From an optimization exercise on the open Yosys and OpenROAD flow, aimed at small area, a short achievable clock period and few clock cycles per item; shortcuts taken in it are not production practice. At most, simulation tests tie the RTL to the original design; equivalence was not proved. Power is estimated from default activity; no workload was simulated.

==> flow/design.v (excerpt) <==
module ex_muldiv_unit (
   input  logic        clk,
   input  logic        resetN,
   input  logic        startIn,
   input  logic [2:0]  func3,
   input  logic [31:0] reg1Value,
   input  logic [31:0] reg2Value,
   input  logic [4:0]  rd,
   input  logic        killIn,
   input  logic        stallIn,
   output logic        busyOut,
   output logic        doneOut,
   output logic [31:0] resultOut,
   output logic [4:0]  rdOut
);
Size in the first run: about 3000 cells after synthesis, roughly 160 flip-flops, roughly 120 I/O pins, about 24000 um^2 of cells after synthesis.
export LEC_CHECK = 0
export CAP_MARGIN = 20
export CORE_MARGIN = 2
export CORE_UTILIZATION = 40
export GPL_TIMING_DRIVEN = 1
export PLACE_DENSITY = 0.6
export SETUP_SLACK_MARGIN = 2.2
export SLEW_MARGIN = 20
create_clock -name core_clock -period 6.0 [get_ports {clk}]
run.sh (not shown) runs the stock make flow with config.mk's settings and CLKGATE_MAP_FILE= SYNTH_SCRIPT=/design/flow/synth_recipe.tcl, a recipe that flattens the netlist after the stock synthesis.
Next try:
SETUP_SLACK_MARGIN = 1.5   (was 2.2)
The changed run finished with timing, DRC and antenna clean.
Routed wire length came out lower by 6.2%.
Cell count came out lower by 4.2%.
Non-clock buffer count came out lower by 167.
Clock skew came out higher by 0.0071 ns.
Flip-flop and latch count is unchanged.
Setup slack loses 0.11 ns.
Via count came out lower by 5.9%.
Combinational power came out lower by 21%.
Worst hold slack stays flat.
Clock-buffer cell count is unchanged.
Next try:
GPL_TIMING_DRIVEN = 0   (was 1)
SETUP_SLACK_MARGIN = 2.2   (was 1.5)
Global-route usage is higher by 3.2 points. Cell area rose by 18%. Clock power stays flat.
Next try:
SETUP_SLACK_MARGIN = 1.5   (was 2.2)
Outcome:
- setup slack gets worse by 0.14 ns
- die area does not change
- register-to-register slack is worse by 0.07 ns
Function was not checked in any run of this note: the RTL went through the layout flow alone.

---

Setup of lagoon:
ex_muldiv_unit, a different RTL version from the one above (not shown whole).
For scale: roughly 3100 cells after synthesis, roughly 160 flip-flops, ~120 I/O pins, about 24000 um2 of cells after synthesis.
Settings: LEC_CHECK=0, CAP_MARGIN=20, CORE_MARGIN=2, CORE_UTILIZATION=40, GPL_TIMING_DRIVEN=1, PLACE_DENSITY=0.6, SETUP_SLACK_MARGIN=1.2, SLEW_MARGIN=20; clock period 6.0 ns.
lagoon completed; timing, DRC and antenna clean
Testbench counts of lagoon, summed over its fixed seeds: cycles 21,081, items 3,200.
## Diff of input files: willow against lagoon
Settings: swapping 1.2 for 1.5 in SETUP_SLACK_MARGIN.
Findings:
On compound-gate portion of the synthesized area, lagoon and willow are basically level.
willow: final non-filler cell total is about 0.9% higher than what lagoon reported.
Going from lagoon to willow, final area picked up an extra about 3.4%; number of setup buffers added after CTS picked up an extra 6.
Diff willow..lagoon | multi-input logic portion of the cell area | negligible
Per the comparison of willow with lagoon, routed wire length per instance picked up an extra 0.31%; utilization now sits higher.
The inputs of zinc differ from those of willow as listed below.
==> flow/flow/run.sh (new file) <==
#!/bin/bash
# The standard layout, with buf_2 cells as the port buffers in place of the
# default pick. Make's full output goes to flow_make.log here; each ORFS step
# keeps its own log under orfs/logs.
set -euo pipefail
bash standard.sh 'BUFFER_PORTS_ARGS=-buffer_cell sky130_fd_sc_hd__buf_2' finish > flow_make.log 2>&1
==> flow/standard.sh (new file) <==
#!/bin/bash
# synth_recipe.tcl (not shown) runs the flow's synth.tcl, then flattens the netlist and writes it again
# the make line also repeats each setting of config.mk as NAME=value (left out here)
make -C /OpenROAD-flow-scripts/flow DESIGN_CONFIG=/design/flow/config.mk WORK_HOME=/design/flow/orfs CLKGATE_MAP_FILE= SYNTH_SCRIPT=/design/flow/synth_recipe.tcl "${@:-finish}"
removed: flow/run.sh
Notes after the runs:
Comparing willow and zinc, post-place instance area is higher on willow.
zinc vs. willow: non-clock buffer count -102, sequential group power ~0 delta, first-pass GRT wire length -5.9%.
zinc vs willow — power share of the sequential group rose 0.7 points.
Relative to willow, endpoint required time on the critical path has decreased by 0.03 ns in zinc.
The amount of wire on met2 after detailed routing of zinc falls short of that of willow by about 9%.
Diff willow and zinc: net switching power lower in zinc
Delta (zinc minus willow): number of vias after detailed routing dropped 637; total power draw dropped 0.19 mW; minimum period implied by the final worst setup slack climbed 0.11 ns.

---

== harbor ==
ex_muldiv_unit, a different RTL version from the one above (not shown whole).
For scale: roughly 3,800 cells after synthesis, ~160 flip-flops, roughly 120 I/O pins, roughly 0.024 mm^2 of cells after synthesis.
Settings: LEC_CHECK=0, ABC_AREA=1, CAP_MARGIN=0, CORE_MARGIN=2, CORE_UTILIZATION=40, GPL_TIMING_DRIVEN=1, PLACE_DENSITY=0.6, SETUP_SLACK_MARGIN=1.95, SLEW_MARGIN=0; clock period 6.0 ns.
standard.sh (not shown) runs the stock make flow with config.mk's settings and CLKGATE_MAP_FILE= SYNTH_SCRIPT=/design/flow/synth_recipe.tcl, a recipe that flattens the netlist after the stock synthesis.
==> flow/flow/run.sh <==
#!/bin/bash
# The standard layout, with buf_4 cells as the port buffers in place of the
# default pick. Make's full output goes to flow_make.log here; each ORFS step
# keeps its own log under orfs/logs.
set -euo pipefail
bash standard.sh 'BUFFER_PORTS_ARGS=-buffer_cell sky130_fd_sc_hd__buf_4' finish > flow_make.log 2>&1
Testbench counts of harbor, summed over its fixed seeds: cycles 21,081, items 3,200.
The following lists how fjord was set up differently from harbor:
- SLEW_MARGIN: 0 -> 20
- SETUP_SLACK_MARGIN: 1.95 -> 2.1
- CAP_MARGIN: 0 -> 20
==> flow/flow/run.sh <==
#!/bin/bash
# The standard layout, with buf_2 cells as the port buffers in place of the
# default pick. Make's full output goes to flow_make.log here; each ORFS step
# keeps its own log under orfs/logs.
set -euo pipefail
bash standard.sh 'BUFFER_PORTS_ARGS=-buffer_cell sky130_fd_sc_hd__buf_2' finish > flow_make.log 2>&1
--- outcome ---
- fjord falls short of harbor in wire length.
- Run comparison: harbor cell with the largest stage delay on the worst path sky130_fd_sc_hd__edfxtp_1; fjord cell with the largest stage delay on the worst path sky130_fd_sc_hd__fa_1
- On combinational power share: between fjord and harbor, it ends up lower for harbor.
- Net switching component of the power on fjord is behind harbor.
- Sort fjord and harbor by via count desc -> top: fjord
Input-level comparison between quartz and fjord:
- CORE_UTILIZATION now 50, was 40
- CAP_MARGIN now 0, was 20
- SETUP_SLACK_MARGIN now 1.8, was 2.1
- SLEW_MARGIN now 0, was 20
- PLACE_DENSITY now 0.7, was 0.6
- Across fjord and quartz, the outcome is the same: a clean finish for every run.
- Summary of the comparison: cell area after placement is lower in quartz, relative to fjord.
- Number of placed cells counting well taps: quartz vs fjord down 153
- Clock power (fjord / quartz): 0.908
- The die width of quartz is lower than that of fjord.
- Comparing global-route usage for fjord and quartz, the bigger number came from quartz.
- The higher layout inverter count without the clock tree came out of fjord.
- quartz against fjord; wire length of the first global-routing pass is up by a few percent.
- quartz: routed wire length about 2.4% above fjord
- fjord was routed with more vias than quartz.
- Design area is lower on quartz
- Compared with fjord, quartz is the less power-hungry design.
- quartz vs fjord, endpoint of the worst setup timing path: acc[29] vs acc[27]
What ember does differently from quartz at the input level:
- a change of SETUP_SLACK_MARGIN from 1.8 to 1.95
- a change of CORE_UTILIZATION from 50 to 40
Results
On power, ember does worse than quartz.
Compare ember and quartz | post-cts repair resize count lower: quartz
When ember is set beside quartz, its top achievable clock speed turns out to be 2.3% larger.
## Diff of input files: garnet against ember
- SETUP_SLACK_MARGIN: 1.95 -> 1.8
- PLACE_DENSITY: 0.7 -> 0.6
## What came out
- The clock insertion delay at the later pin of the skew report was comparable across ember and garnet.
- ember → garnet: slew at the pin closest to its max-slew limit now sits higher, instance count on the critical path down 10, placed wire-length estimate after detailed placement increased 0.71%, sequential share of layout area shows an increase of 0.59 points, met3 routed wirelength shows a reduction of about 14%.
- [garnet] clock buffer instance count of the final layout rose 1 relative to ember
- garnet vs. ember: design area went down 3.2%, worst setup slack now smaller.

---

ex_muldiv_unit again, from the RTL that the note above started with.
## ex_muldiv_unit
module ex_muldiv_unit (
   input  logic        clk,
   input  logic        resetN,
   input  logic        startIn,
   input  logic [2:0]  func3,
   input  logic [31:0] reg1Value,
   input  logic [31:0] reg2Value,
   input  logic [4:0]  rd,
   input  logic        killIn,
   input  logic        stallIn,
   output logic        busyOut,
   output logic        doneOut,
   output logic [31:0] resultOut,
   output logic [4:0]  rdOut
);
export LEC_CHECK = 0
export ABC_AREA = 1
export CAP_MARGIN = 0
export CORE_MARGIN = 2
export CORE_UTILIZATION = 40
export CTS_BUF_LIST = sky130_fd_sc_hd__clkbuf_8
export GPL_TIMING_DRIVEN = 1
export PLACE_DENSITY = 0.6
export SETUP_SLACK_MARGIN = 1.8
export SLEW_MARGIN = 0
create_clock -name core_clock -period 6.0 [get_ports {clk}]
==> flow/flow/run.sh <==
#!/bin/bash
# The standard layout, with buf_2 cells as the port buffers in place of the
# default pick. Make's full output goes to flow_make.log here; each ORFS step
# keeps its own log under orfs/logs.
set -euo pipefail
bash standard.sh 'BUFFER_PORTS_ARGS=-buffer_cell sky130_fd_sc_hd__buf_2' finish > flow_make.log 2>&1
Testbench counts at the start, summed over its fixed seeds: cycles 21,081, items 3,200.
Edit:
CTS_BUF_LIST = default   (was sky130_fd_sc_hd__clkbuf_8)
SETUP_SLACK_MARGIN = 2.1   (was 1.8)
=>
- The new run went through all stages and came out clean
- area after synthesis does not change
- sequential power barely changes
- sequential cell count stays the same
- core utilization rose by 2.3 points
- count of clock-buffer cells in the layout rose by 2

## afterwards: timing with drivers on the ports
The results above use ideal ports. As a check the final layouts listed here were re-extracted and re-timed, cells and wires unchanged.
Step 1 (the two cells are an assumption about what drives the block):
set clk [get_ports {clk}]
set_driving_cell -lib_cell sky130_fd_sc_hd__clkbuf_16 $clk
set_driving_cell -lib_cell sky130_fd_sc_hd__buf_2 [delete_from_list [all_inputs] $clk]
Step 2 moves the port delays by t, midway between the first and last clock arrival at a register: inputs arrive t later, outputs are due t later. That takes back most of the time a late clock gives input paths.
Three values: ideal, step 1, step 2; two values: the first two.
run	shift t [ns]	setup slack, ns	worst hold slack (ns)	worst register clock-pin slew, ns
the first run of note 1	0.562	1.624 / 1.624 / 1.279	0.720 / 0.720 / 0.720	0.08 / 0.08
the second run of note 1	0.528	1.516 / 1.516 / 1.066	0.720 / 0.720 / 0.720	0.09 / 0.09
the third run of note 1	0.524	1.519 / 1.519 / 1.267	0.694 / 0.694 / 0.694	0.08 / 0.08
the fourth run of note 1	0.522	1.378 / 1.400 / 0.877	0.639 / 0.639 / 0.639	0.08 / 0.08
lagoon	0.558	1.045 / 1.078 / 0.520	0.686 / 0.686 / 0.686	0.09 / 0.09
willow	0.560	1.506 / 1.535 / 0.982	0.688 / 0.688 / 0.688	0.09 / 0.09
zinc	0.544	1.399 / 1.435 / 0.892	0.664 / 0.664 / 0.664	0.09 / 0.09
harbor	0.559	1.863 / 1.863 / 1.561	0.525 / 0.525 / 0.525	0.08 / 0.08
fjord	0.560	1.809 / 1.809 / 1.610	0.513 / 0.513 / 0.513	0.08 / 0.08
quartz	0.557	1.772 / 1.772 / 1.428	0.517 / 0.517 / 0.517	0.08 / 0.08
ember	0.550	1.869 / 1.869 / 1.559	0.522 / 0.522 / 0.522	0.08 / 0.08
garnet	0.557	1.765 / 1.803 / 1.246	0.517 / 0.517 / 0.517	0.08 / 0.08
the first run of note 4	0.645	1.847 / 1.859 / 1.242	0.523 / 0.523 / 0.523	0.12 / 0.12
the second run of note 4	0.562	1.890 / 1.890 / 1.597	0.513 / 0.513 / 0.513	0.08 / 0.08
After both steps every run listed still meets setup and hold. For the first run of note 4, which loses most, drivers alone change the setup slack by +0.012 ns; drivers and shift together by -0.605 ns.
